Context: an optimization exercise on an open-source flow, tuned for small area, a short achievable clock period and few clock cycles per item. The choices shown serve that exercise and are no tape-out recipe.
Where RTL was checked, it was by simulation tests only, not by an equivalence proof against the original.
No functional check of the RTL was part of run 1.

==> flow/design.v <==
package chacha_pkg;
    localparam int CHACHA_ROUNDS    = 20;
    localparam int CHACHA_REQ_DEPTH = 2;
    localparam int CHACHA_BLK_DEPTH = 2;   
    localparam logic [31:0] CHACHA_CONST0 = 32'h61707865;
    localparam logic [31:0] CHACHA_CONST1 = 32'h3320646e;
    localparam logic [31:0] CHACHA_CONST2 = 32'h79622d32;
    localparam logic [31:0] CHACHA_CONST3 = 32'h6b206574;
    typedef logic [31:0] word_t;
    typedef word_t [15:0] chacha_state_t;
    typedef struct packed {
        logic [255:0] key;
        logic [31:0]  counter;
        logic [95:0]  nonce;
    } chacha_req_t;
    typedef logic [511:0] block_t;
endpackage
`timescale 1ns/1ps
module add32 (
    input  logic [31:0] a,
    input  logic [31:0] b,
    output logic [31:0] s
);
  logic [31:0] g [0:5];
  logic [31:0] p [0:5];
  always_comb begin
    g[0] = a & b; p[0] = a ^ b;
    for (int l = 0; l < 5; l++) begin
      for (int i = 0; i < 32; i++) begin
        if (i[l]) begin
          g[l+1][i] = g[l][i] | (p[l][i] & g[l][((i >> l) << l) - 1]);
          p[l+1][i] = p[l][i] & p[l][((i >> l) << l) - 1];
        end else begin
          g[l+1][i] = g[l][i]; p[l+1][i] = p[l][i];
        end
      end
    end
    s[0] = p[0][0];
    for (int i = 1; i < 32; i++) s[i] = p[0][i] ^ g[5][i-1];
  end
endmodule
`timescale 1ns/1ps
import chacha_pkg::*;
module chacha_top (
    input  logic        clk,
    input  logic        rst_n,
    input  logic        req_valid,
    output logic        req_ready,
    input  logic [383:0] req,   
    output logic        ks_valid,
    output logic [31:0]       ks_word,
    input  logic        ks_ready
);
    localparam logic [1:0] M_IDLE = 2'd0, M_RUN = 2'd1, M_REPLAY = 2'd2;
    localparam logic [4:0] LAST = 5'd20;
    localparam logic [4:0] ADMIT = 5'd8;
    function automatic logic [31:0] rotl(input logic [31:0] x, input int n);
        rotl = (x << n) | (x >> (32 - n));
    endfunction
    function automatic logic [31:0] in_word(input logic [383:0] r, input int w);
        if (w < 12)       in_word = r[128 + 32*(w - 4) +: 32];
        else if (w == 12) in_word = r[96 +: 32];
        else              in_word = r[32*(w - 13) +: 32];
    endfunction
    logic [15:0][31:0] r1, r2, s1, s2, init1, ob_in;
    logic [383:0]      i1, i2, i1_d;
    logic [1:0]        m1, m2, m2_d, m1_d;
    logic [4:0]        n1, n2, n1_d;
    logic              ph, older;
    logic              fin1, can_xfer, accept;
    logic [15:0][31:0] ob;        
    logic [383:0]      ib;        
    logic              ob_valid;
    logic [3:0]        ob_idx;
    logic              take;
    for (genvar i = 0; i < 4; i++) begin : g_s1
        logic [31:0] a, b, c, d;
        add32 add_a (.a(r1[i]), .b(r1[4 + i]), .s(a));
        assign d = rotl(r1[12 + i] ^ a, 16);
        add32 add_c (.a(r1[8 + i]), .b(d), .s(c));
        assign b = rotl(r1[4 + i] ^ c, 12);
        assign s1[i] = a;
        assign s1[4 + i] = b;
        assign s1[8 + i] = c;
        assign s1[12 + i] = d;
    end
    for (genvar i = 0; i < 4; i++) begin : g_s2
        logic [31:0] a, b, c, d;
        add32 add_a (.a(r2[i]), .b(r2[4 + i]), .s(a));
        assign d = rotl(r2[12 + i] ^ a, 8);
        add32 add_c (.a(r2[8 + i]), .b(d), .s(c));
        assign b = rotl(r2[4 + i] ^ c, 7);
        assign s2[(4 - i) % 4] = a;
        assign s2[4 + (5 - i) % 4] = b;
        assign s2[8 + (6 - i) % 4] = c;
        assign s2[12 + (7 - i) % 4] = d;
    end
    assign i1_d = (m2 == M_IDLE) ? req : i2;
    always_comb begin
        init1[0] = CHACHA_CONST0;
        init1[1] = CHACHA_CONST1;
        init1[2] = CHACHA_CONST2;
        init1[3] = CHACHA_CONST3;
        for (int w = 4; w < 16; w++) init1[w] = in_word(i1_d, w);
    end
    always_comb begin
        ob_in[0] = CHACHA_CONST0;
        ob_in[1] = CHACHA_CONST1;
        ob_in[2] = CHACHA_CONST2;
        ob_in[3] = CHACHA_CONST3;
        for (int w = 4; w < 16; w++) ob_in[w] = in_word(ib, w);
    end
    assign fin1     = (m1 == M_RUN) && (n1 == LAST);
    assign can_xfer = fin1 && !ob_valid && (m2 == M_IDLE || older == ph);
    assign accept   = req_valid && req_ready;
    always_comb begin
        if (m1 == M_RUN && n1 != LAST) m2_d = M_RUN;
        else if (fin1 && !can_xfer)    m2_d = M_REPLAY;
        else                           m2_d = M_IDLE;
        if (m2 == M_RUN || m2 == M_REPLAY) m1_d = M_RUN;
        else if (accept)                   m1_d = M_RUN;
        else                               m1_d = M_IDLE;
        n1_d = (m2 == M_RUN) ? n2 + 1'b1 : 5'd0;
    end
    always_ff @(posedge clk) begin
        r2 <= s1;
        i2 <= i1;
        n2 <= n1;
        r1 <= (m2 == M_RUN) ? s2 : init1;
        i1 <= i1_d;
        n1 <= n1_d;
    end
    always_ff @(posedge clk or negedge rst_n) begin
        if (!rst_n) begin
            m1        <= M_IDLE;
            m2        <= M_IDLE;
            ph        <= 1'b0;
            older     <= 1'b0;
            req_ready <= 1'b1;
        end else begin
            m1 <= m1_d;
            m2 <= m2_d;
            ph <= !ph;
            if (accept) older <= (m2_d != M_IDLE) ? ph : !ph;
            req_ready <= (m2_d == M_IDLE) && !(m1_d == M_RUN && n1_d < ADMIT);
        end
    end
    assign take = !ks_valid || ks_ready;
    always_ff @(posedge clk) begin
        if (can_xfer) begin
            ob <= r1;
            ib <= i1;
        end
        if (take && ob_valid) ks_word <= ob[ob_idx] + ob_in[ob_idx];   
    end
    always_ff @(posedge clk or negedge rst_n) begin
        if (!rst_n) begin
            ob_valid <= 1'b0;
            ob_idx   <= '0;
            ks_valid <= 1'b0;
        end else begin
            if (can_xfer) begin
                ob_valid <= 1'b1;
                ob_idx   <= '0;
            end else if (take && ob_valid) begin
                ob_idx <= ob_idx + 1'b1;
                if (ob_idx == 4'd15) ob_valid <= 1'b0;
            end
            if (take) ks_valid <= ob_valid;
        end
    end
endmodule
==> flow/flow/run.sh <==
#!/bin/bash
set -euo pipefail
bash standard.sh SETUP_SLACK_MARGIN=8 finish > standard.log 2>&1
==> flow/standard.sh <==
#!/bin/bash
# synth_recipe.tcl (not shown) runs the flow's synth.tcl, then flattens the netlist and writes it again
# the make line also repeats each setting of config.mk as NAME=value (left out here)
make -C /OpenROAD-flow-scripts/flow DESIGN_CONFIG=/design/flow/config.mk WORK_HOME=/design/flow/orfs CLKGATE_MAP_FILE= SYNTH_SCRIPT=/design/flow/synth_recipe.tcl "${@:-finish}"
==> flow/config.mk <==
export PLATFORM = sky130hd
export DESIGN_NAME = chacha_top
export DESIGN_NICKNAME = chacha_top
export VERILOG_FILES = /design/flow/design.v
export SDC_FILE = /design/flow/constraint.sdc
export NUM_CORES = 4
export LEC_CHECK = 0
export CAP_MARGIN = 20
export CORE_MARGIN = 2
export CORE_UTILIZATION = 60
export PLACE_DENSITY = 0.75
export SLEW_MARGIN = 20
==> flow/constraint.sdc <==
create_clock -name core_clock -period 14.0 [get_ports {clk}]
set_input_delay 2.8000 -clock core_clock [delete_from_list [all_inputs] [get_ports {clk}]]
set_output_delay 2.8000 -clock core_clock [all_outputs]
set_load 0.01 [all_outputs]
==> impl_metrics.toml, run 1 <==
[global_route]
grt_max_degree = 174
grt_pass1_wl_mm = 648.2
grt_usage_pct = 55.04
grt_pass1_vias = 72670
antenna_found_initial = 115
grt_overflow = 0

[synthesis]
synth_commonest_cells = "dfxtp_1 (1802), edfxtp_1 (928), nor2_1 (669)"
ys_types = 91
syn-instance-count = 7794
yosysWarnings = 4
synth_top_cell_area_share_pct = 33.85
synthesis.area_um2 = 106600
syn_avg_cell_area_um2 = 13.68
synthArstFlopShare_pct = 0.4376
yosysTopAreaCell = "dfxtp_1"
synthTopCellsByArea = "dfxtp_1 (34%), edfxtp_1 (26%), ha_1 (6.1%)"
synth_edf_count = 928
synth-seq-cells = 2742
ys_seq_area_share_pct = 60.27
yosysMostFrequentCell = "dfxtp_1"
syn-num-nets = 8784
ys.flop_type = "dfxtp_1"

[worst_setup_path]
path_class = "flop to flop"
critPathCaptureType = "flop"
crit_start = "r2[224]$_DFF_P_"
path_common_cell = "ha_4"
r2r_cells = 24
r2r-end = "r1[193]$_DFF_P_"
rr_startpoint = "r2[224]$_DFF_P_"
crit_path_max_incr_delay_ns = 0.61
required_ns = 14.78
critPathLaunchType = "flop"
cp_max_fo = 4
cpLargestDelayFamily = "compound AO/OA/AOI/OAI gates"
crit_cells = 24
worst-path-buf-inv = 3
crit_arrival_ns = 7.10
slowest_stage = "or4_4"
crit_path_cell_trace = "ha_4, inv_2, fa_2, nor2b_2, o31a_2, o21ai_4, o21a_4, or4_4, a21oi_4, o21ai_2, a211oi_2, buf_4, xor2_4, ha_4, a211oi_4, o21a_1, o31ai_4, buf_6, a31o_4, a32oi_4, nand2_2, xnor2_2, xor2_2, a21oi_1"
r2r_setup_slack_ns = 7.67

[floorplanning]
dieWidth_um = 425.5
fp.dieH_um = 425.5
num_io_pins = 422
die_area_um2 = 181000
start_util_pct = 60.46
num_rows = 154
core_um2 = 176300

[clock_tree]
hold_buffers = 0
clock_path_buffers = 4
cts_root_buffer = "clkbuf_16"
cts_inserted_buffers = 289
clkLatencyLatePin_ns = 1.00
cts_sinks = 2742
htreeDepth = 5
cts_tree = "built"
clkTransAtPathRegs_ns = 0.07

[placement]
gp_routability_congestion = 1.174
place_area_um2 = 113900
dp_cells = 10440
place_hpwl_mm = 393.2
io_buffers = 421

[timing]
slew_violations = 0
rsz0062_at_grt = "yes"
clock.fmax_ghz = 0.1580
min_period_ns = 6.327
finClkSkew_ns = 0.07494
tns_ns = 0
maxSlewHeadroom_pct = 4.887
hold_viol_final = 0
setup_viol = 0
fin_crit_sh_pct = 45.20
whs_ns = 0.3358
tightestPinTransition_ns = 1.422

[flow_run]
timing.max_cap.violations = 0

[final_layout]
syn2layout_area_growth_pct = 20.82
final_cells = 11220
post-route-cell-area_um2 = 128800
layout-drive-gt1-share_pct = 22.40
nets = 9553

[worst_hold_path]
worstHoldPathType = "flop to flop"
min-delay-start = "i1[46]$_DFF_P_"
hold_depth = 0
holdPathEnd = "i2[46]$_DFF_P_"

[route]
drtIter0Drc = 13610
vias_per_cell = 6.931
firstDrtPassIters = 9
drcViolationCount = 0
num_vias = 77730
wirelength_mm = 512.1
post_drt_wl_per_cell_um = 45.66
ant_nets = 0

[status]
status = "finished clean"
==> registers in the layout, summed over array words and instances (netlist names), 2 cells and up <==
name,count
ob,512
r1,512
r2,512
i1,384
i2,384
ib,384
ks_word,32
n1,5
n2,5
ob_idx,4
m2,2
==> worst max path at each step <==
stage                     slack [ns]                 to
after floorplan                -8.63  older$_DFFE_PN0P_
after global placement          5.24    r1[230]$_DFF_P_
after detailed placement        5.22    r1[228]$_DFF_P_
after CTS                       7.91    r1[230]$_DFF_P_
after global routing            7.81    r1[193]$_DFF_P_
final                           7.67    r1[193]$_DFF_P_
==> worst register-to-register path, delay by kind of cell (launching register included) <==
family | cells | cell delay (ns)
AOI/OAI and AO/OA | 12 | 2.36
xor gates and xnor gates | 3 | 1.11
adders and majority gates | 3 | 0.84
buffers and inverters | 3 | 0.38
DFF | 1 | 0.56
and+or+nand+nor | 3 | 0.89
==> cell families after synthesis <==
group                      share of synthesized area (%)
DFF                                                60.27
and+or+nand+nor                                    5.395
AOI/OAI and AO/OA                                  6.483
xor gates and xnor gates                           8.227
muxes                                              10.54
adders and majority gates                          7.637
buffers and inverters                              1.449
==> final cells by class <==
class	instances	area [um^2]
Timing Repair Buffer	687	6634
Clock buffer	394	8210
Sequential cell	2742	64320
Multi-Input combinational cell	4646	44410
Tap cell	2340	2928
Clock inverter	116	1295
Fill cell	10660	47530
Antenna cell	93	232.7
Inverter	197	754.5
==> cells in the final DEF, fill, tap and decap left out, types with 58 or more instances in the layout <==
| cell type | instances |
|---|---|
| dfxtp_1 | 1774 |
| edfxtp_1 | 928 |
| nor2_1 | 655 |
| ha_1 | 497 |
| mux2_2 | 468 |
| clkdlybuf4s50_1 | 421 |
| xor2_1 | 420 |
| a21oi_1 | 383 |
| xnor2_1 | 308 |
| clkbuf_16 | 300 |
| mux4_2 | 259 |
| buf_4 | 223 |
| nand2_1 | 197 |
| inv_1 | 190 |
| a21o_1 | 172 |
| diode_2 | 93 |
| o21ai_0 | 81 |
| xor2_2 | 81 |
| nand2b_1 | 68 |
| xnor2_2 | 68 |
| and2_1 | 66 |
| clkbuf_1 | 59 |
| fa_1 | 58 |
==> layer usage <==
layer	GRT usage (%)	up-vias	wire [um]
met5	5.317	-	1584
met4	48.53	62	60530
met3	30.47	2306	86650
li1	-	29430	-
met1	60.50	38180	159800
met2	75.63	7756	203600
==> timing repair <==
item | in CTS | in global routing
gates cloned | 2 | 0
pin swaps | 121 | 163
endpoints found under the setup margin | 401 | 227
setup buffers | 97 | 67
resized for setup | 424 | 222
==> per-stage QoR <==
step           utilization, %  setup WS [ns]
2_1_floorplan               -         -8.628
3_3_place_gp            64.58          5.238
3_5_place_dp            64.61          5.221
4_1_cts                 71.86          7.912
5_1_grt                 72.96          7.807
6_report                73.04          7.673
==> inputs of run 2 (changes only) <==
--- a/flow/design.v
+++ b/flow/design.v
@@ -51,9 +51,8 @@
     output logic [31:0]       ks_word,
     input  logic        ks_ready
 );
-    localparam logic [1:0] M_IDLE = 2'd0, M_RUN = 2'd1, M_REPLAY = 2'd2;
-    localparam logic [4:0] LAST = 5'd20;
-    localparam logic [4:0] ADMIT = 5'd8;
+    localparam logic [4:0] LAST = 5'd19;    
+    localparam logic [4:0] GAP = 5'd17;
     function automatic logic [31:0] rotl(input logic [31:0] x, input int n);
         rotl = (x << n) | (x >> (32 - n));
     endfunction
@@ -64,15 +63,17 @@
     endfunction
     logic [15:0][31:0] r1, r2, s1, s2, init1, ob_in;
     logic [383:0]      i1, i2, i1_d;
-    logic [1:0]        m1, m2, m2_d, m1_d;
-    logic [4:0]        n1, n2, n1_d;
-    logic              ph, older;
-    logic              fin1, can_xfer, accept;
+    logic              b1, b2, b1_d;            
+    logic [4:0]        n1, n2, n1_d;            
+    logic [1:0]        t1, t2, t1_d;            
+    logic [1:0]        next_in, next_out, next_out_d;
+    logic [4:0]        since, since_d;
+    logic              fin2, can_xfer, free2, accept, ob_valid_d;
     logic [15:0][31:0] ob;        
     logic [383:0]      ib;        
     logic              ob_valid;
-    logic [3:0]        ob_idx;
-    logic              take;
+    logic [3:0]        ob_idx, ob_head;
+    logic              take, load;
     for (genvar i = 0; i < 4; i++) begin : g_s1
         logic [31:0] a, b, c, d;
         add32 add_a (.a(r1[i]), .b(r1[4 + i]), .s(a));
@@ -95,7 +96,7 @@
         assign s2[8 + (6 - i) % 4] = c;
         assign s2[12 + (7 - i) % 4] = d;
     end
-    assign i1_d = (m2 == M_IDLE) ? req : i2;
+    assign i1_d = free2 ? req : i2;
     always_comb begin
         init1[0] = CHACHA_CONST0;
         init1[1] = CHACHA_CONST1;
@@ -110,63 +111,69 @@
         ob_in[3] = CHACHA_CONST3;
         for (int w = 4; w < 16; w++) ob_in[w] = in_word(ib, w);
     end
-    assign fin1     = (m1 == M_RUN) && (n1 == LAST);
-    assign can_xfer = fin1 && !ob_valid && (m2 == M_IDLE || older == ph);
+    assign fin2     = b2 && (n2 == LAST);
+    assign can_xfer = fin2 && !ob_valid && (t2 == next_out);
+    assign free2    = !b2 || can_xfer;
     assign accept   = req_valid && req_ready;
     always_comb begin
-        if (m1 == M_RUN && n1 != LAST) m2_d = M_RUN;
-        else if (fin1 && !can_xfer)    m2_d = M_REPLAY;
-        else                           m2_d = M_IDLE;
-        if (m2 == M_RUN || m2 == M_REPLAY) m1_d = M_RUN;
-        else if (accept)                   m1_d = M_RUN;
-        else                               m1_d = M_IDLE;
-        n1_d = (m2 == M_RUN) ? n2 + 1'b1 : 5'd0;
+        b1_d = (b2 && !can_xfer) || accept;
+        n1_d = (b2 && !fin2) ? n2 + 1'b1 : 5'd0;
+        t1_d = free2 ? next_in : t2;
+        next_out_d = next_out + can_xfer;
+        since_d = accept ? 5'd1 : (since == 5'd31) ? since : since + 1'b1;
     end
     always_ff @(posedge clk) begin
         r2 <= s1;
         i2 <= i1;
         n2 <= n1;
-        r1 <= (m2 == M_RUN) ? s2 : init1;
+        t2 <= t1;
+        r1 <= (b2 && !fin2) ? s2 : init1;
         i1 <= i1_d;
         n1 <= n1_d;
+        t1 <= t1_d;
     end
     always_ff @(posedge clk or negedge rst_n) begin
         if (!rst_n) begin
-            m1        <= M_IDLE;
-            m2        <= M_IDLE;
-            ph        <= 1'b0;
-            older     <= 1'b0;
+            b1        <= 1'b0;
+            b2        <= 1'b0;
+            next_in   <= '0;
+            next_out  <= '0;
+            since     <= 5'd31;
             req_ready <= 1'b1;
         end else begin
-            m1 <= m1_d;
-            m2 <= m2_d;
-            ph <= !ph;
-            if (accept) older <= (m2_d != M_IDLE) ? ph : !ph;
-            req_ready <= (m2_d == M_IDLE) && !(m1_d == M_RUN && n1_d < ADMIT);
+            b1 <= b1_d;
+            b2 <= b1;
+            if (accept) next_in <= next_in + 1'b1;
+            next_out <= next_out_d;
+            since <= since_d;
+            req_ready <= (!b1 || (n1 == LAST && !ob_valid_d && t1 == next_out_d))
+                         && (since_d >= GAP);
         end
     end
     assign take = !ks_valid || ks_ready;
+    assign load = take && ob_valid && (ob_head == ob_idx);
+    assign ob_valid_d = can_xfer || (ob_valid && !(load && ob_idx == 4'd15));
     always_ff @(posedge clk) begin
         if (can_xfer) begin
-            ob <= r1;
-            ib <= i1;
+            ob <= s2;
+            ib <= i2;
+        end else begin
+            ob <= {ob[0], ob[15:1]};
         end
-        if (take && ob_valid) ks_word <= ob[ob_idx] + ob_in[ob_idx];   
+        if (load) ks_word <= ob[0] + ob_in[ob_idx];   
     end
     always_ff @(posedge clk or negedge rst_n) begin
         if (!rst_n) begin
             ob_valid <= 1'b0;
             ob_idx   <= '0;
+            ob_head  <= '0;
             ks_valid <= 1'b0;
         end else begin
-            if (can_xfer) begin
-                ob_valid <= 1'b1;
-                ob_idx   <= '0;
-            end else if (take && ob_valid) begin
-                ob_idx <= ob_idx + 1'b1;
-                if (ob_idx == 4'd15) ob_valid <= 1'b0;
-            end
-            if (take) ks_valid <= ob_valid;
+            ob_valid <= ob_valid_d;
+            ob_head  <= can_xfer ? 4'd0 : ob_head + 1'b1;
+            if (can_xfer) ob_idx <= '0;
+            else if (load) ob_idx <= ob_idx + 1'b1;
+            if (take) ks_valid <= load;
         end
     end
 endmodule
==> run 2 against run 1 <==
  * The layout now fails its checks (antenna rules, capacitance limit, slew limit)
  * Highest routed layer unchanged
  * Via count is 7.5% higher
  * Critical endpoint is now ob[141]$_DFF_P_
  * Global-route usage rose by 3.0 points
  * Sequential cell count rose by 14
==> impl_metrics.toml, run 2 <==
[final_layout]
regArea_um2 = 59500
syn2layout_area_growth_pct = 21.08
layout_commonest_cell = "dfxtp_1"
post-route-cell-area_um2 = 125700
fillCellCount = 11400
multi_input_area_um2 = 45970
final_cell_mix = "dfxtp_1 (2294), nand2_1 (1076), nor2_1 (952)"
nets = 10780
layout-drive-gt1-share_pct = 17.59
reg.largest.list = "ob (512), r1 (512), r2 (512)"
final_cells = 12460

[placement]
place_hpwl_mm = 405.6
place_area_um2 = 111000
gp_routability_congestion = 1.194
io_buffers = 421
place_ws_ns = 6.459
dp_cells = 11660

[worst_setup_path]
cp_max_fo = 3
slowest_stage = "xnor2_1"
path_class = "flop to flop"
critPathLaunchType = "flop"
worst-path-buf-inv = 1
crit_path_max_incr_delay_ns = 1.06
crit_path_cell_trace = "ha_1, o21ai_0, a21oi_1, o211ai_1, o211ai_2, o21ai_2, nand2_1, xnor2_2, xnor2_1, ha_1, fa_1, a211oi_2, o21bai_1, a21oi_1, xnor2_1, buf_4, xnor2_1, o21ai_0"
path_common_cell = "xnor2_1"
required_ns = 14.71
cpLargestDelayFamily = "compound AO/OA/AOI/OAI gates"
critPathCaptureType = "flop"
crit_arrival_ns = 6.98

[clock_tree]
clkTransAtPathRegs_ns = 0.06
clock_path_buffers = 4
clkLatencyLatePin_ns = 1.00
cts_sinks = 2756
cts_root_buffer = "clkbuf_16"
htreeDepth = 5
cts_inserted_buffers = 290
cts_tree = "built"

[timing]
fin_crit_sh_pct = 44.79
tightestPinTransition_ns = 1.683
maxSlewHeadroom_pct = -12.23
hold_viol_final = 0
tns_ns = 0
setup_viol = 0
rsz0062_at_grt = "yes"
slew_violations = 16
worst_slack_ns = 7.729
min_period_ns = 6.271
clock.fmax_ghz = 0.1595
finClkSkew_ns = 0.05988

[global_route]
antenna_found_initial = 149
grt_pass1_vias = 76000
grt_overflow = 0
grt_pass1_wl_mm = 668.9
grt_max_degree = 204
grt_usage_pct = 57.99

[synthesis]
synth_edf_count = 416
synth-seq-cells = 2756
synth_commonest_cells = "dfxtp_1 (2318), nand2_1 (1081), nor2_1 (964)"
ys_seq_area_share_pct = 57.26
synthArstFlopShare_pct = 0.7983
synthTopCellsByArea = "dfxtp_1 (45%), edfxtp_1 (12%), ha_1 (6.3%)"
yosysMostFrequentCell = "dfxtp_1"
ys.flop_type = "dfxtp_1"
yosysWarnings = 4
yosysTopAreaCell = "dfxtp_1"
synth_top_cell_area_share_pct = 44.69
ys_types = 98
synthesis.area_um2 = 103800
syn-instance-count = 9106
syn-num-nets = 10100
syn_avg_cell_area_um2 = 11.40

[status]
status = "failed layout checks"
so_faults = "antenna rules, capacitance limit, slew limit"

[route]
firstDrtPassIters = 9
vias_per_cell = 6.709
wirelength_mm = 530.5
num_vias = 83580
drtIter0Drc = 16760
post_drt_wl_per_cell_um = 42.59
ant_nets = 1
drcViolationCount = 0

[floorplanning]
num_rows = 152
fp.dieH_um = 420.0
start_util_pct = 60.46
core_um2 = 171700
dieWidth_um = 420.0
num_io_pins = 422
die_area_um2 = 176400

[flow_run]
timing.max_cap.violations = 2

[worst_hold_path]
worstHoldPathType = "flop to flop"
-- run 2: cell types whose count changed in the layout (fill, tap and decap cells not counted), moves of 158 or more --
| cell | change |
|---|---|
| edfxtp_1 | -512 |
| nand2_1 | +879 |
| dfxtp_1 | +520 |
| mux4_2 | -158 |
| o21ai_0 | +286 |
| nor2_1 | +297 |
-- run 2: per-stage QoR --
stage | hold WS [ns] | utilization (%)
after floorplan | 0.3096 | -
after global placement | 0.3095 | 64.60
after detailed placement | 0.3121 | 64.64
after CTS | 0.2986 | 71.83
after global routing | 0.3099 | 73.07
final | 0.2887 | 73.20
-- run 2: metal layers --
layer  part of all wire [%]  GRT usage, %  vias up  wire (um)
met4                     12         53.64       52      64880
met5                  0.083         1.528        -        440
met3                     17         29.93     2358      92640
li1                       -             -    32350          -
met2                     38         75.91     8562     200300
met1                     32         67.65    40260     172300
-- run 2: worst reg2reg max path, stage by stage, from the launching register on --
cell and delay [ns]:
dfxtp_1 0.46, ha_1 0.33, o21ai_0 0.37, a21oi_1 0.14, o211ai_1 0.17, o211ai_2 0.16, o21ai_2 0.26, nand2_1 0.14
xnor2_2 0.42, xnor2_1 0.26, ha_1 0.27, fa_1 0.53, a211oi_2 0.29, o21bai_1 0.12, a21oi_1 0.23, xnor2_1 0.10
buf_4 0.19, xnor2_1 1.06, o21ai_0 0.50
-- run 2: path summary, 6_finish.rpt --
path                                 start                    end  slack, ns  cells past startpoint
max in group asynchronous            rst_n  ob_idx[0]$_DFFE_PN0P_      11.80                      1
min reg2reg                i1[352]$_DFF_P_        i2[352]$_DFF_P_       0.29                      0
min                        i1[352]$_DFF_P_        i2[352]$_DFF_P_       0.29                      0
max                        r2[166]$_DFF_P_        ob[141]$_DFF_P_       7.73                     18
max reg2reg                r2[166]$_DFF_P_        ob[141]$_DFF_P_       7.73                     18
min in group asynchronous            rst_n  ob_idx[1]$_DFFE_PN0P_       1.77                      1
-- run 2: repair_timing --
| item | in CTS | in global routing |
|---|---|---|
| cloned | 1 | 0 |
| setup buffers | 77 | 59 |
| gates resized for setup | 325 | 238 |
| endpoints found under the setup margin | 523 | 408 |
| hold buffers | 0 | 0 |
| pin swaps | 108 | 132 |
-- run 2: cell families (layout without fill, tap and decap cells) --
kind of cell	after synthesis	in the layout	synth area share, %
multiplexers	553	553	7.068
XOR/XNOR	969	969	8.608
buffers and inverters	505	1393	1.875
AND/OR/NAND/NOR	2372	2372	9.355
AO/OA/AOI/OAI	1348	1348	7.982
flip-flops	2756	2756	57.26
adder cells (fa/ha/maj)	603	603	7.852
other	0	154	0
-- run 2: layout make-up --
type,instances,area share [%]
Sequential cell,2756,47.33
Timing Repair Buffer,677,5.126
Antenna cell,154,0.3065
Clock inverter,102,1.033
Multi-Input combinational cell,5845,36.56
Inverter,217,0.6539
Clock buffer,397,6.691
Tap cell,2310,2.299
Testbench counts of run 2, summed over its fixed seeds: cycles 2,700, blocks 128.
==> inputs of run 3 (changes only) <==
==> flow/flow/run.sh (replaced) <==
#!/bin/bash
set -euo pipefail
bash standard.sh SETUP_SLACK_MARGIN=8 \
    "BUFFER_PORTS_ARGS=-buffer_cell sky130_fd_sc_hd__buf_1" \
    finish > standard.log 2>&1
--- a/flow/config.mk
+++ b/flow/config.mk
@@ -8,5 +8,7 @@
 export CAP_MARGIN = 20
 export CORE_MARGIN = 2
 export CORE_UTILIZATION = 60
+export CTS_CLUSTER_DIAMETER = 85
+export CTS_CLUSTER_SIZE = 24
 export PLACE_DENSITY = 0.75
 export SLEW_MARGIN = 20
==> run 3 against run 2 <==
  * Fails layout checks on capacitance limit, slew limit
  * Non-clock buffer count grew 20
  * Die area is the same
  * Area after synthesis is the same
  * Hold slack gained 0.028 ns
  * Critical path depth shrank 2
  * Synthesized cell count is the same
  * Critical path type unchanged
  * Critical endpoint is now ob[138]$_DFF_P_
==> impl_metrics.toml, run 3 <==
[final_layout]
syn2layout_area_growth_pct = 13.76
final_cells = 12200
nets = 10650
layout-drive-gt1-share_pct = 15.88
final_core_util_pct = 68.78
layout_commonest_cell = "dfxtp_1"
reg.largest.list = "ob (512), r1 (512), r2 (512)"
final_cell_mix = "dfxtp_1 (2288), nand2_1 (1076), nor2_1 (942)"

[route]
vias_per_cell = 6.642
post_drt_wl_per_cell_um = 42.26
drtIter0Drc = 15220
firstDrtPassIters = 9
num_vias = 81060
wirelength_mm = 515.7
ant_nets = 0
drcViolationCount = 0

[synthesis]
synthTopCellsByArea = "dfxtp_1 (45%), edfxtp_1 (12%), ha_1 (6.3%)"
ys.flop_type = "dfxtp_1"
yosysWarnings = 4
synthesis.area_um2 = 103800
ys_seq_area_share_pct = 57.26
synth_commonest_cells = "dfxtp_1 (2318), nand2_1 (1081), nor2_1 (964)"
synthArstFlopShare_pct = 0.7983
synth-seq-cells = 2756
yosysTopAreaCell = "dfxtp_1"
synth_edf_count = 416
syn_avg_cell_area_um2 = 11.40
syn-instance-count = 9106
synth_top_cell_area_share_pct = 44.69
ys_types = 98
yosysMostFrequentCell = "dfxtp_1"
syn-num-nets = 10100

[placement]
gp_routability_congestion = 1.192
place_hpwl_mm = 410.2
io_buffers = 421
place_ws_ns = 6.043
dp_cells = 11670

[floorplanning]
dieWidth_um = 420.0
num_rows = 152
core_um2 = 171700
fp.dieH_um = 420.0
num_io_pins = 422
die_area_um2 = 176400
start_util_pct = 60.46

[worst_setup_path]
path_class = "flop to flop"
crit_start = "r2[170]$_DFF_P_"
critPathLaunchType = "flop"
crit_arrival_ns = 6.97
rr_startpoint = "r2[170]$_DFF_P_"
worst-path-buf-inv = 2
crit_path_cell_trace = "ha_1, and2_1, o211ai_1, buf_4, o211ai_4, o21ai_4, nand2_1, xnor2_2, xnor2_1, ha_1, fa_1, fa_1, xnor2_1, buf_4, xor2_1, o21ai_0"
required_ns = 14.70
cpLargestDelayFamily = "XOR/XNOR gates"
crit_path_max_incr_delay_ns = 1.04
cp_max_fo = 4
critPathCaptureType = "flop"
slowest_stage = "xor2_1"

[status]
status = "failed layout checks"
so_faults = "capacitance limit, slew limit"

[clock_tree]
htreeDepth = 4
cts_sinks = 2756
clock_path_buffers = 3
clkLatencyLatePin_ns = 0.89
clkTransAtPathRegs_ns = 0.10
hold_buffers = 0
cts_root_buffer = "clkbuf_16"
cts_inserted_buffers = 141
cts_tree = "built"

[timing]
worst_slack_ns = 7.732
rsz0062_at_grt = "yes"
clock.fmax_ghz = 0.1595
fin_crit_sh_pct = 44.77
hold_viol_final = 0
maxSlewHeadroom_pct = -10.99
slew_violations = 3
setup_viol = 0
tns_ns = 0
min_period_ns = 6.268
finClkSkew_ns = 0.03535
tightestPinTransition_ns = 1.653

[global_route]
antenna_found_initial = 151
grt_pass1_vias = 73240
grt_usage_pct = 56.86
grt_overflow = 0
grt_pass1_wl_mm = 653.0
grt_max_degree = 163

[worst_hold_path]
worstHoldPathType = "flop to flop"
min-delay-start = "i1[292]$_DFF_P_"

[flow_run]
timing.max_cap.violations = 2
run 3: cell count changes in the layout (fill, tap and decap cells not counted), sizes merged, moves of 9 or more:
cell	delta
diode	-18
clkinv	-36
clkbuf	-187
clkinvlp	-9
bufinv	-28
clkdlybuf4s50	-420
buf	+440
run 3: worst reg2reg max path: stages (launching register included):
cell and delay [ns]:
dfxtp_1 0.66, ha_1 0.38, and2_1 0.22, o211ai_1 0.10
buf_4 0.17, o211ai_4 0.13, o21ai_4 0.30, nand2_1 0.15
xnor2_2 0.29, xnor2_1 0.23, ha_1 0.27, fa_1 0.51
fa_1 0.47, xnor2_1 0.71, buf_4 0.30, xor2_1 1.04
o21ai_0 0.18
run 3: timing repair:
item                       CTS  global route
buffers inserted            88            63
setup endpoints to repair  548           361
hold endpoints to repair     0             0
cloned                       1             0
pin swaps                  117           138
resized for setup          371           213
run 3: cell type report:
cell class,count,area (um^2)
repair buffers,697,4044
diodes,136,340.3
well taps,2310,2890
multi-input cells,5845,46080
flip-flops and latches,2756,59520
inverters,217,822.0
clock buffers,209,3980
clock inverters,34,440.4
fillers,12320,53620
run 3: per-layer routing:
layer	wire, um	global-route usage (%)	up-vias	share of wire [%]
li1	-	-	31960	-
met2	195500	74.19	7783	38
met5	416	0	-	0.081
met1	172500	67.76	39290	33
met4	61390	54.43	60	12
met3	85900	26.61	1966	17
run 3: final timing paths:
path,to,slack (ns),depth (start not counted)
setup reg to reg,ob[138]$_DFF_P_,7.73,16
min in group asynchronous,ob_head[1]$_DFF_PN0_,1.90,2
hold / removal,i2[292]$_DFF_P_,0.32,0
max in group asynchronous,since[2]$_DFF_PN1_,11.79,2
hold reg to reg,i2[292]$_DFF_P_,0.32,0
setup / recovery,ob[138]$_DFF_P_,7.73,16
run 3: through the flow:
stage	area [um^2]	hold slack, ns
final	118100	0.3171
after global placement	108500	0.3097
after detailed placement	108500	0.3121
after global routing	117900	0.3170
after CTS	116100	0.3168
after floorplan	103800	0.3096
run 3: cell families after synthesis:
kind of cell             count (synthesis)  share of synthesized area, %
multiplexers                           553                         7.068
adder cells (fa/ha/maj)                603                         7.852
AND/OR/NAND/NOR                       2372                         9.355
AO/OA/AOI/OAI                         1348                         7.982
buffers and inverters                  505                         1.875
XOR/XNOR                               969                         8.608
flip-flops                            2756                         57.26
==> inputs of run 4 (changes only) <==
--- a/flow/config.mk
+++ b/flow/config.mk
@@ -5,10 +5,10 @@
 export SDC_FILE = /design/flow/constraint.sdc
 export NUM_CORES = 4
 export LEC_CHECK = 0
-export CAP_MARGIN = 20
+export CAP_MARGIN = 40
 export CORE_MARGIN = 2
 export CORE_UTILIZATION = 60
 export CTS_CLUSTER_DIAMETER = 85
 export CTS_CLUSTER_SIZE = 24
 export PLACE_DENSITY = 0.75
-export SLEW_MARGIN = 20
+export SLEW_MARGIN = 40
==> run 4 against run 3 <==
  * The run now finishes clean
  * Core utilization increased by 0.23 points
  * Final cell count decreased by 0.19%
==> impl_metrics.toml, run 4 <==
[synthesis]
syn_avg_cell_area_um2 = 11.40
synth-seq-cells = 2756
yosysMostFrequentCell = "dfxtp_1"
syn-instance-count = 9106
yosysWarnings = 4
ys.flop_type = "dfxtp_1"
synthArstFlopShare_pct = 0.7983
ys_types = 98
yosysTopAreaCell = "dfxtp_1"
synth_edf_count = 416
synth_commonest_cells = "dfxtp_1 (2318), nand2_1 (1081), nor2_1 (964)"
syn-num-nets = 10100
synthTopCellsByArea = "dfxtp_1 (45%), edfxtp_1 (12%), ha_1 (6.3%)"
synthesis.area_um2 = 103800
ys_seq_area_share_pct = 57.26
synth_top_cell_area_share_pct = 44.69

[placement]
gp_routability_congestion = 1.192
place_hpwl_mm = 410.5
place_ws_ns = 6.422
io_buffers = 421

[clock_tree]
clkTransAtPathRegs_ns = 0.10
clkLatencyLatePin_ns = 0.91
cts_sinks = 2756
cts_inserted_buffers = 141
cts_root_buffer = "clkbuf_16"
cts_tree = "built"
clock_path_buffers = 3
hold_buffers = 0
htreeDepth = 4

[floorplanning]
die_area_um2 = 176400
start_util_pct = 60.46
num_io_pins = 422
dieWidth_um = 420.0
core_um2 = 171700
num_rows = 152
fp.dieH_um = 420.0

[timing]
fin_crit_sh_pct = 45.28
min_period_ns = 6.339
tightestPinTransition_ns = 1.245
finClkSkew_ns = 0.04089
worst_slack_ns = 7.661
maxSlewHeadroom_pct = 16.72
tns_ns = 0
clock.fmax_ghz = 0.1577
hold_viol_final = 0
slew_violations = 0
rsz0062_at_grt = "yes"
setup_viol = 0

[worst_setup_path]
critPathCaptureType = "flop"
crit_arrival_ns = 7.12
required_ns = 14.78
path_class = "flop to flop"
cp_max_fo = 3
critPathLaunchType = "flop"

[global_route]
antenna_found_initial = 132
grt_pass1_wl_mm = 651.6
grt_pass1_vias = 72970
grt_max_degree = 163
grt_overflow = 0
grt_usage_pct = 56.79

[route]
drtIter0Drc = 14710
vias_per_cell = 6.575
ant_nets = 0
drcViolationCount = 0
post_drt_wl_per_cell_um = 42.14
wirelength_mm = 513.3
num_vias = 80090
firstDrtPassIters = 8

[final_layout]
nets = 10640
reg.largest.list = "ob (512), r1 (512), r2 (512)"
syn2layout_area_growth_pct = 14.14
final_cell_mix = "dfxtp_1 (2295), nand2_1 (1076), nor2_1 (904)"
layout_commonest_cell = "dfxtp_1"
layout-drive-gt1-share_pct = 16.45

[worst_hold_path]
worstHoldPathType = "flop to flop"

[flow_run]
timing.max_cap.violations = 0

[status]
status = "finished clean"
==> run 4: cells by family after synthesis <==
family	Yosys count	share of synthesized area, %
flip-flops	2756	57.26
AND/OR/NAND/NOR	2372	9.355
AO/OA/AOI/OAI	1348	7.982
XOR/XNOR	969	8.608
adder cells (fa/ha/maj)	603	7.852
multiplexers	553	7.068
buffers and inverters	505	1.875
==> run 4: final timing paths <==
check                                     start                    end  slack, ns  cells past startpoint
worst min register to register  i1[361]$_DFF_P_        i2[361]$_DFF_P_       0.32                      0
worst max register to register  r1[192]$_DFF_P_        r2[203]$_DFF_P_       7.66                     23
worst min-delay path            i1[361]$_DFF_P_        i2[361]$_DFF_P_       0.32                      0
min in group asynchronous                 rst_n  ob_idx[1]$_DFFE_PN0P_       1.89                      2
worst max-delay path            r1[192]$_DFF_P_        r2[203]$_DFF_P_       7.66                     23
max in group asynchronous                 rst_n     since[0]$_DFF_PN1_      11.81                      2
==> run 4: final cells by class <==
cell class / instances / area, um^2
multi-input combinational: 5845 / 46510
clock buffer: 201 / 3910
sequential: 2756 / 59500
fill: 12380 / 53220
clock inverter: 37 / 536.8
antenna: 127 / 317.8
tap: 2310 / 2890
inverter: 217 / 822.0
timing repair buffer: 688 / 4023
==> run 4: layer usage <==
| metal | track usage [%] | vias to the layer above | share of wire, % |
|---|---|---|---|
| met3 | 27.24 | 1829 | 17 |
| met2 | 74.21 | 7375 | 38 |
| met5 | 0.3334 | - | 0.073 |
| met4 | 53.65 | 46 | 12 |
| met1 | 67.40 | 38980 | 33 |
| li1 | - | 31860 | - |
==> run 4: worst max-delay path, cell delays in order, from the launching register on <==
cell and delay, ns:
dfxtp_4 0.40, ha_1 0.16, inv_1 0.05, fa_2 0.37, nor2b_1 0.12, o21ai_0 0.12, a21boi_1 0.25, o211ai_1 0.27
o311ai_2 0.31, buf_4 0.19, a22oi_2 0.05, buf_4 0.19, o21ai_0 0.27, xnor2_1 0.21, xor2_1 0.99, ha_1 0.44
a21oi_2 0.27, a211oi_4 0.06, buf_4 0.19, o21ai_4 0.22, o21ai_1 0.13, o41ai_2 0.41, xnor2_1 0.23, xor2_1 0.28
==> run 4: metrics by stage <==
step                util [%]  instances  hold slack, ns  area, um^2
finish                 69.01      12180          0.3234      118500
global placement       63.15      11670          0.3097      108500
floorplan                  -       9106          0.3096      103800
global route           68.92      12120          0.3285      118400
CTS                    67.77      12000          0.3237      116400
detailed placement     63.71      11670          0.3121      109400
==> run 4: what timing repair did <==
action | 4_1_cts | 5_1_grt
setup endpoints to repair | 531 | 318
resized for setup | 293 | 192
buffers inserted | 86 | 54
pin swaps | 112 | 123
==> inputs of run 5 (changes only) <==
--- a/flow/config.mk
+++ b/flow/config.mk
@@ -7,8 +7,8 @@
 export LEC_CHECK = 0
 export CAP_MARGIN = 40
 export CORE_MARGIN = 2
-export CORE_UTILIZATION = 60
+export CORE_UTILIZATION = 55
 export CTS_CLUSTER_DIAMETER = 85
 export CTS_CLUSTER_SIZE = 24
-export PLACE_DENSITY = 0.75
+export PLACE_DENSITY = 0.7
 export SLEW_MARGIN = 40
==> run 5 against run 4 <==
  * Highest routed layer unchanged
  * Sequential cell count is the same
  * Die area up 9.0%
  * Synthesized cell count stayed put
  * Count of clock-buffer cells in the layout rose by 6
  * Register-to-register slack improved by 0.18 ns
  * Hold slack worse by 0.0015 ns
  * Design area up 0.42%
  * Maximum frequency rose by 3.0%
  * Setup slack gained 0.18 ns
==> impl_metrics.toml, run 5 <==
[status]
status = "finished clean"

[synthesis]
ys_types = 98
synth_commonest_cells = "dfxtp_1 (2318), nand2_1 (1081), nor2_1 (964)"
synth_top_cell_area_share_pct = 44.69
yosysWarnings = 4
ys_seq_area_share_pct = 57.26
synth-seq-cells = 2756
ys.flop_type = "dfxtp_1"
syn-instance-count = 9106
yosysMostFrequentCell = "dfxtp_1"
synthTopCellsByArea = "dfxtp_1 (45%), edfxtp_1 (12%), ha_1 (6.3%)"
syn-num-nets = 10100
synthArstFlopShare_pct = 0.7983
yosysTopAreaCell = "dfxtp_1"
synthesis.area_um2 = 103800
syn_avg_cell_area_um2 = 11.40
synth_edf_count = 416

[placement]
io_buffers = 421
place_hpwl_mm = 448.5
gp_routability_congestion = 1.258
place_area_um2 = 109700

[final_layout]
post-route-cell-area_um2 = 119000
syn2layout_area_growth_pct = 14.62
nets = 10670
reg.largest.list = "ob (512), r1 (512), r2 (512)"
final_cell_mix = "dfxtp_1 (2295), nand2_1 (1078), nor2_1 (885)"
layout_commonest_cell = "dfxtp_1"
layout-drive-gt1-share_pct = 16.99

[clock_tree]
cts_sinks = 2756
htreeDepth = 4
cts_root_buffer = "clkbuf_16"
cts_inserted_buffers = 144
cts_tree = "built"
clkLatencyLatePin_ns = 0.89
clock_path_buffers = 3
clkTransAtPathRegs_ns = 0.10
hold_buffers = 0

[global_route]
grt_pass1_wl_mm = 692.4
grt_max_degree = 171
grt_pass1_vias = 74400
antenna_found_initial = 158
grt_overflow = 0
grt_usage_pct = 55.63

[timing]
clock.fmax_ghz = 0.1624
slew_violations = 0
min_period_ns = 6.157
rsz0062_at_grt = "yes"
hold_viol_final = 0
maxSlewHeadroom_pct = 24.00
fin_crit_sh_pct = 43.98
setup_viol = 0
tightestPinTransition_ns = 1.136
finClkSkew_ns = 0.04085
tns_ns = 0

[floorplanning]
core_um2 = 187600
fp.dieH_um = 438.5
num_rows = 159
dieWidth_um = 438.5
num_io_pins = 422
start_util_pct = 55.35
die_area_um2 = 192300

[worst_setup_path]
critPathLaunchType = "flop"
critPathCaptureType = "flop"
path_class = "flop to flop"
required_ns = 14.75
crit_arrival_ns = 6.91
cp_max_fo = 4

[route]
drtIter0Drc = 14070
wirelength_mm = 549.1
firstDrtPassIters = 9
post_drt_wl_per_cell_um = 44.28
ant_nets = 0
drcViolationCount = 0
num_vias = 81330
vias_per_cell = 6.558

[worst_hold_path]
worstHoldPathType = "flop to flop"

[flow_run]
timing.max_cap.violations = 0
-- run 5: cell count changes in the layout (fill, tap and decap cells not counted), moves of 16 or more --
cell / before / now
xor2_2: 105 / 87
nor2_2: 57 / 73
buf_4: 226 / 255
nor2_1: 904 / 885
xor2_4: 15 / 31
-- run 5: layout make-up --
cell class	count	area, um^2
antenna	122	305.3
clock buffer	207	3956
timing repair buffer	714	4098
multi-input combinational	5846	46690
clock inverter	44	514.2
fill	14640	68590
inverter	217	822.0
sequential	2756	59510
tap	2495	3122
-- run 5: final timing paths --
check / start / endpoint / slack [ns] / depth (start not counted)
worst min register to register: i1[382]$_DFF_P_ / i2[382]$_DFF_P_ / 0.32 / 0
worst min-delay path: i1[382]$_DFF_P_ / i2[382]$_DFF_P_ / 0.32 / 0
worst max register to register: r2[147]$_DFF_P_ / ob[172]$_DFF_P_ / 7.84 / 19
worst max-delay path: r2[147]$_DFF_P_ / ob[172]$_DFF_P_ / 7.84 / 19
max in group asynchronous: rst_n / req_ready$_DFF_PN1_ / 11.76 / 2
min in group asynchronous: rst_n / ks_valid$_DFFE_PN0N_ / 1.90 / 2
-- run 5: stage by stage --
stage	utilization, %	hold WS [ns]	setup slack (ns)	instances
global placement	57.97	0.3096	6.264	11860
floorplan	-	0.3096	8.032	9106
CTS	62.26	0.3240	7.970	12210
detailed placement	58.46	0.3121	6.483	11870
global route	63.31	0.3289	7.882	12310
finish	63.44	0.3219	7.843	12400
-- run 5: repair_timing --
item	4_1_cts	5_1_grt
buffers inserted	93	68
pin swaps	102	132
endpoints found under the setup margin	564	311
cloned	0	1
resized for setup	303	200
-- run 5: kinds of logic (layout without fill, tap and decap cells) --
kind of cell | after synthesis | after routing | share of synthesized area [%]
other cells | 0 | 122 | 0
simple gates | 2372 | 2373 | 9.355
mux | 553 | 553 | 7.068
flops | 2756 | 2756 | 57.26
fa+ha+maj | 603 | 603 | 7.852
xor+xnor | 969 | 969 | 8.608
compound gates | 1348 | 1348 | 7.982
buf+inv | 505 | 1182 | 1.875
-- run 5: worst max-delay path, stage by stage, from the launching register on --
cell      delay [ns]
dfxtp_1         0.52
ha_1            0.36
nand2_1         0.16
nor3_2          0.08
a221oi_1        0.28
o211ai_1        0.14
buf_4           0.18
o31ai_4         0.28
nor2b_2         0.27
o21bai_1        0.13
xnor2_2         0.29
xor2_2          0.33
inv_1           0.13
ha_1            0.29
a21o_1          0.16
a21o_2          0.27
fa_1            0.52
xnor2_4         0.64
xor2_1          0.80
o21ai_0         0.16
-- run 5: routing by layer --
layer	GRT usage (%)	vias to the layer above	part of all wire (%)
met3	24.94	2085	15
met1	64.76	39570	33
li1	-	31980	-
met2	73.90	7647	39
met5	0	-	0.085
met4	56.19	48	13
==> inputs of run 6 (changes only) <==
--- a/flow/config.mk
+++ b/flow/config.mk
@@ -7,8 +7,8 @@
 export LEC_CHECK = 0
 export CAP_MARGIN = 40
 export CORE_MARGIN = 2
-export CORE_UTILIZATION = 55
+export CORE_UTILIZATION = 50
 export CTS_CLUSTER_DIAMETER = 85
 export CTS_CLUSTER_SIZE = 24
-export PLACE_DENSITY = 0.7
+export PLACE_DENSITY = 0.65
 export SLEW_MARGIN = 40
==> run 6 against run 5 <==
  * Still clean on timing, DRC and antenna
  * Wire length is 3.4% higher
  * Via count is 2.9% lower
  * Final cell count is 1.4% higher
  * Sequential share of layout area is 0.056 points lower
  * Hold slack worse by 0.017 ns
  * Critical endpoint is now r2[171]$_DFF_P_
  * Largest cell class unchanged
  * Highest routed layer unchanged
==> impl_metrics.toml, run 6 <==
[status]
status = "finished clean"

[synthesis]
yosysWarnings = 4
yosysMostFrequentCell = "dfxtp_1"
syn-num-nets = 10100
synth-seq-cells = 2756
syn-instance-count = 9106
synthArstFlopShare_pct = 0.7983
syn_avg_cell_area_um2 = 11.40
synth_commonest_cells = "dfxtp_1 (2318), nand2_1 (1081), nor2_1 (964)"
synthTopCellsByArea = "dfxtp_1 (45%), edfxtp_1 (12%), ha_1 (6.3%)"
yosysTopAreaCell = "dfxtp_1"
ys.flop_type = "dfxtp_1"
ys_types = 98
synthesis.area_um2 = 103800
synth_edf_count = 416
ys_seq_area_share_pct = 57.26
synth_top_cell_area_share_pct = 44.69

[route]
wirelength_mm = 567.6
vias_per_cell = 6.283
drtIter0Drc = 13070
firstDrtPassIters = 7
num_vias = 78990
post_drt_wl_per_cell_um = 45.15
ant_nets = 0
drcViolationCount = 0

[clock_tree]
clock_path_buffers = 3
cts_tree = "built"
cts_sinks = 2756
clkTransAtPathRegs_ns = 0.10
cts_inserted_buffers = 148
clkLatencyLatePin_ns = 0.91
htreeDepth = 4
cts_root_buffer = "clkbuf_16"
hold_buffers = 0

[worst_setup_path]
path_class = "flop to flop"
crit_arrival_ns = 7.06
cp_max_fo = 3
critPathLaunchType = "flop"
required_ns = 14.74
r2r_cells = 22
critPathCaptureType = "flop"

[flow_run]
timing.max_cap.violations = 0

[global_route]
grt_usage_pct = 52.56
grt_max_degree = 174
grt_pass1_vias = 72780
grt_overflow = 0
grt_pass1_wl_mm = 712.5
antenna_found_initial = 164

[timing]
slew_violations = 0
setup_viol = 0
maxSlewHeadroom_pct = 24.65
min_period_ns = 6.314
whs_ns = 0.3045
fin_crit_sh_pct = 45.10
tns_ns = 0
rsz0062_at_grt = "yes"
hold_viol_final = 0
tightestPinTransition_ns = 1.126
finClkSkew_ns = 0.05289
clock.fmax_ghz = 0.1584

[final_layout]
nets = 10660
reg.largest.list = "ob (512), r1 (512), r2 (512)"
layout_commonest_cell = "dfxtp_1"
final_core_util_pct = 57.60
final_cell_mix = "dfxtp_1 (2295), nand2_1 (1074), nor2_1 (869)"
layout-drive-gt1-share_pct = 16.80
syn2layout_area_growth_pct = 14.75

[placement]
io_buffers = 421
place_hpwl_mm = 469.8
gp_routability_congestion = 1.171

[floorplanning]
num_rows = 167
fp.dieH_um = 459.7
start_util_pct = 50.19
die_area_um2 = 211300
dieWidth_um = 459.7
core_um2 = 206900
num_io_pins = 422

[worst_hold_path]
worstHoldPathType = "flop to flop"
hold_depth = 0
[run 6: cell counts after synthesis]
Identical to the previous run, type by type.
[run 6: worst paths after layout]
| kind | startpoint | endpoint | slack, ns |
|---|---|---|---|
| setup / recovery | r1[166]$_DFF_P_ | r2[171]$_DFF_P_ | 7.69 |
| setup reg to reg | r1[166]$_DFF_P_ | r2[171]$_DFF_P_ | 7.69 |
| hold reg to reg | i1[282]$_DFF_P_ | i2[282]$_DFF_P_ | 0.30 |
| hold / removal | i1[282]$_DFF_P_ | i2[282]$_DFF_P_ | 0.30 |
| max in group asynchronous | rst_n | ob_idx[0]$_DFFE_PN0P_ | 11.69 |
| min in group asynchronous | rst_n | ob_idx[1]$_DFFE_PN0P_ | 1.93 |
[run 6: cells by family (layout without fill, tap and decap cells)]
| logic type | after synthesis | in the layout | synth area share (%) |
|---|---|---|---|
| buffers and inverters | 505 | 1176 | 1.875 |
| muxes | 553 | 553 | 7.068 |
| other | 0 | 91 | 0 |
| adders and majority gates | 603 | 603 | 7.852 |
| and+or+nand+nor | 2372 | 2372 | 9.355 |
| AOI/OAI and AO/OA | 1348 | 1348 | 7.982 |
| DFF | 2756 | 2756 | 57.26 |
| xor gates and xnor gates | 969 | 969 | 8.608 |
[run 6: routing by layer]
metal,vias up,routed length [um],global-route usage (%)
met4,38,69780,51.86
met2,6235,218400,70.05
li1,31960,-,-
met1,39070,200400,62.72
met5,-,225,0
met3,1684,78760,21.41
[run 6: critical path, stage by stage (launching register included)]
cell,delay [ns]
dfxtp_1,0.61
ha_1,0.34
o21a_1,0.13
o211a_1,0.22
o21ai_2,0.09
a21oi_2,0.09
or3_4,0.36
a21o_4,0.24
fa_2,0.59
xor2_2,0.09
ha_2,0.21
fa_2,0.46
a211o_1,0.33
a211oi_4,0.24
buf_6,0.17
o211ai_1,0.18
and3b_2,0.30
o211ai_4,0.21
a21oi_2,0.11
o41a_1,0.41
a31oi_2,0.27
xnor2_2,0.17
xor2_2,0.35
[run 6: area by class of cell]
cell class | instances | area (um^2)
diodes | 91 | 227.7
clock buffers | 203 | 3991
clock inverters | 55 | 867.1
fillers | 17430 | 87710
inverters | 217 | 822.0
multi-input cells | 5845 | 46280
flip-flops and latches | 2756 | 59510
well taps | 2704 | 3383
repair buffers | 701 | 4066
[run 6: timing repair]
item	in CTS	in global routing
setup buffers	67	53
endpoints found under the setup margin	537	343
pin swaps	82	110
cloned	0	1
gates resized for setup	251	206
[run 6: metrics by stage]
step           setup WS [ns]  instances  area [um^2]
5_1_grt                7.740      12510       119000
2_1_floorplan          8.032       9106       103800
4_1_cts                7.810      12420       117200
3_5_place_dp           6.470      12100       110300
3_3_place_gp           5.805      12090       109300
6_report               7.686      12570       119100
==> inputs of run 7 (changes only) <==
==> flow/flow/run.sh (replaced) <==
#!/bin/bash
set -euo pipefail
bash standard.sh SETUP_SLACK_MARGIN=8.5 \
    "BUFFER_PORTS_ARGS=-buffer_cell sky130_fd_sc_hd__buf_1" \
    finish > standard.log 2>&1
==> run 7 against run 6 <==
  * First-iteration DRC count is 3.1% higher
  * Sequential share of layout area is 2.4 points lower
  * Synthesized cell count stayed put
  * Critical path type unchanged
==> impl_metrics.toml, run 7 <==
[status]
status = "finished clean"

[synthesis]
synth_commonest_cells = "dfxtp_1 (2318), nand2_1 (1081), nor2_1 (964)"
synthesis.area_um2 = 103800
synthArstFlopShare_pct = 0.7983
synthTopCellsByArea = "dfxtp_1 (45%), edfxtp_1 (12%), ha_1 (6.3%)"
yosysWarnings = 4
yosysTopAreaCell = "dfxtp_1"
yosysMostFrequentCell = "dfxtp_1"
ys.flop_type = "dfxtp_1"
synth_edf_count = 416
syn_avg_cell_area_um2 = 11.40
syn-instance-count = 9106
ys_types = 98
synth_top_cell_area_share_pct = 44.69
syn-num-nets = 10100
ys_seq_area_share_pct = 57.26
synth-seq-cells = 2756

[route]
drtIter0Drc = 13470
wirelength_mm = 567.7
firstDrtPassIters = 6
ant_nets = 0
num_vias = 80760
drcViolationCount = 0
post_drt_wl_per_cell_um = 44.14
vias_per_cell = 6.279

[floorplanning]
die_area_um2 = 211300
num_rows = 167
num_io_pins = 422
core_um2 = 206900
dieWidth_um = 459.7
fp.dieH_um = 459.7
start_util_pct = 50.19

[worst_setup_path]
r2r_setup_slack_ns = 7.85
crit_path_cell_trace = "ha_4, a21o_1, a21o_1, a221oi_4, a21oi_2, buf_6, or3_4, a21o_1, fa_2, xor2_4, ha_4, fa_2, a211o_1, a211oi_2, o211ai_1, and3b_2, o211ai_2, a21oi_2, o41a_1, buf_4, a21oi_4, xnor2_2, xor2_1"
cp_max_fo = 4
required_ns = 14.80
path_class = "flop to flop"
r2r_cells = 23
critPathCaptureType = "flop"
crit_arrival_ns = 6.96
critPathLaunchType = "flop"
crit_path_max_incr_delay_ns = 0.67
path_common_cell = "a21o_1"
slowest_stage = "fa_2"

[placement]
place_hpwl_mm = 462.5
gp_routability_congestion = 1.156
dp_cells = 12080
io_buffers = 421
place_ws_ns = 6.447

[clock_tree]
htreeDepth = 4
hold_buffers = 0
clock_path_buffers = 3
cts_sinks = 2756
clkTransAtPathRegs_ns = 0.10
clkLatencyLatePin_ns = 0.89
cts_tree = "built"
cts_root_buffer = "clkbuf_16"
cts_inserted_buffers = 148

[worst_hold_path]
worstHoldPathType = "flop to flop"
hold_depth = 0

[flow_run]
timing.max_cap.violations = 0

[timing]
setup_viol = 0
fin_crit_sh_pct = 43.95
slew_violations = 0
min_period_ns = 6.153
maxSlewHeadroom_pct = 23.63
worst_slack_ns = 7.847
rsz0062_at_grt = "yes"
tightestPinTransition_ns = 1.146
hold_viol_final = 0
clock.fmax_ghz = 0.1625
finClkSkew_ns = 0.03507
tns_ns = 0
whs_ns = 0.3199

[final_layout]
reg.largest.list = "ob (512), r1 (512), r2 (512)"
fillCellCount = 17000
syn2layout_area_growth_pct = 20.57
nets = 10900
final_cells = 12860
final_cell_mix = "dfxtp_1 (2268), nand2_1 (1057), nor2_1 (848)"
layout-drive-gt1-share_pct = 23.11
layout_commonest_cell = "dfxtp_1"

[global_route]
grt_pass1_vias = 73360
grt_max_degree = 205
grt_pass1_wl_mm = 711.9
antenna_found_initial = 173
grt_overflow = 0
grt_usage_pct = 52.47
-- run 7: cell types whose count changed in the layout (fill, tap and decap cells not counted), sizes merged --
| cell | previous run | this run |
|---|---|---|
| diode | 91 | 149 |
| clkbuf | 206 | 204 |
| bufinv | 2 | 3 |
| buf | 698 | 937 |
| inv | 239 | 246 |
| clkinv | 29 | 18 |
| clkinvlp | 2 | 0 |
-- run 7: area by class of cell --
cell class / instances / area, um^2 / share of cell area [%]
diodes: 149 / 372.9 / 0.2978
clock buffers: 203 / 4024 / 3.214
clock inverters: 50 / 674.4 / 0.5387
inverters: 217 / 827.0 / 0.6607
multi-input cells: 5845 / 49930 / 39.89
flip-flops and latches: 2756 / 59560 / 47.57
well taps: 2704 / 3383 / 2.703
repair buffers: 938 / 6414 / 5.123
-- run 7: final timing paths --
| kind | endpoint | from |
|---|---|---|
| setup / recovery | r2[170]$_DFF_P_ | r1[169]$_DFF_P_ |
| hold / removal | i2[369]$_DFF_P_ | i1[369]$_DFF_P_ |
| setup reg to reg | r2[170]$_DFF_P_ | r1[169]$_DFF_P_ |
| hold reg to reg | i2[369]$_DFF_P_ | i1[369]$_DFF_P_ |
| max in group asynchronous | b2$_DFF_PN0_ | rst_n |
| min in group asynchronous | ob_idx[2]$_DFFE_PN0P_ | rst_n |
-- run 7: routing by layer --
metal | share of wire (%) | vias up | track usage [%]
li1 | - | 32470 | -
met1 | 35 | 40150 | 63.48
met2 | 39 | 6436 | 70.23
met3 | 14 | 1666 | 20.43
met4 | 12 | 38 | 50.51
met5 | 0.043 | - | 0
-- run 7: kinds of logic (layout without fill, tap and decap cells) --
logic type,count (synthesis),count (layout),share of synthesized area [%]
XOR/XNOR,969,969,8.608
flip-flops,2756,2756,57.26
AND/OR/NAND/NOR,2372,2372,9.355
buffers and inverters,505,1408,1.875
AO/OA/AOI/OAI,1348,1348,7.982
adder cells (fa/ha/maj),603,603,7.852
other,0,149,0
multiplexers,553,553,7.068
-- run 7: worst max-delay path: cells and delay by family, from the launching register on --
kind	cells	cell delay, ns
compound gates	12	2.64
xor+xnor	3	0.52
fa+ha+maj	4	1.45
buf+inv	2	0.32
flops	1	0.45
simple gates	2	0.65
-- run 7: stage by stage --
step | utilization (%) | cell area (um^2)
floorplan | - | 103900
global placement | 52.72 | 109100
detailed placement | 53.28 | 110200
CTS | 58.73 | 121500
global route | 60.41 | 125000
finish | 60.52 | 125200
-- run 7: timing repair --
item / CTS / global route
pin swaps: 300 / 343
resized for setup: 823 / 428
setup buffers: 240 / 133
hold endpoints to repair: 0 / 0
endpoints found under the setup margin: 748 / 469

-- what the ideal ports hide --
In the flow no input, the clock included, has a driving cell. The finished layouts below were timed again as built, in two steps.
Step 1 (the two cells are an assumption about what drives the block):
set clk [get_ports {clk}]
set_driving_cell -lib_cell sky130_fd_sc_hd__clkbuf_16 $clk
set_driving_cell -lib_cell sky130_fd_sc_hd__buf_2 [delete_from_list [all_inputs] $clk]
Step 2 also shifts input and output timing later by t, the mid clock arrival at the registers, as if the neighbouring blocks saw the same clock.
Three values: no drivers, after step 1, after step 2; two values: the first two.
run | shift t [ns] | setup WS [ns] | clock arrival spread, ns | slew at the worst register clock pin (ns) | cell pins on the clock port's net
run 1 | 1.058 | 7.673 / 7.673 / 7.673 | 0.077 / 0.077 | 0.07 / 0.07 | 1
run 2 | 1.071 | 7.729 / 7.729 / 7.729 | 0.067 / 0.067 | 0.08 / 0.08 | 1
run 3 | 0.966 | 7.732 / 7.732 / 7.732 | 0.037 / 0.037 | 0.11 / 0.11 | 1
run 4 | 0.988 | 7.661 / 7.661 / 7.661 | 0.044 / 0.043 | 0.11 / 0.11 | 1
run 5 | 0.964 | 7.843 / 7.843 / 7.843 | 0.041 / 0.041 | 0.11 / 0.11 | 1
run 6 | 0.985 | 7.686 / 7.686 / 7.686 | 0.055 / 0.055 | 0.11 / 0.11 | 1
run 7 | 0.981 | 7.847 / 7.847 / 7.847 | 0.036 / 0.036 | 0.11 / 0.11 | 1
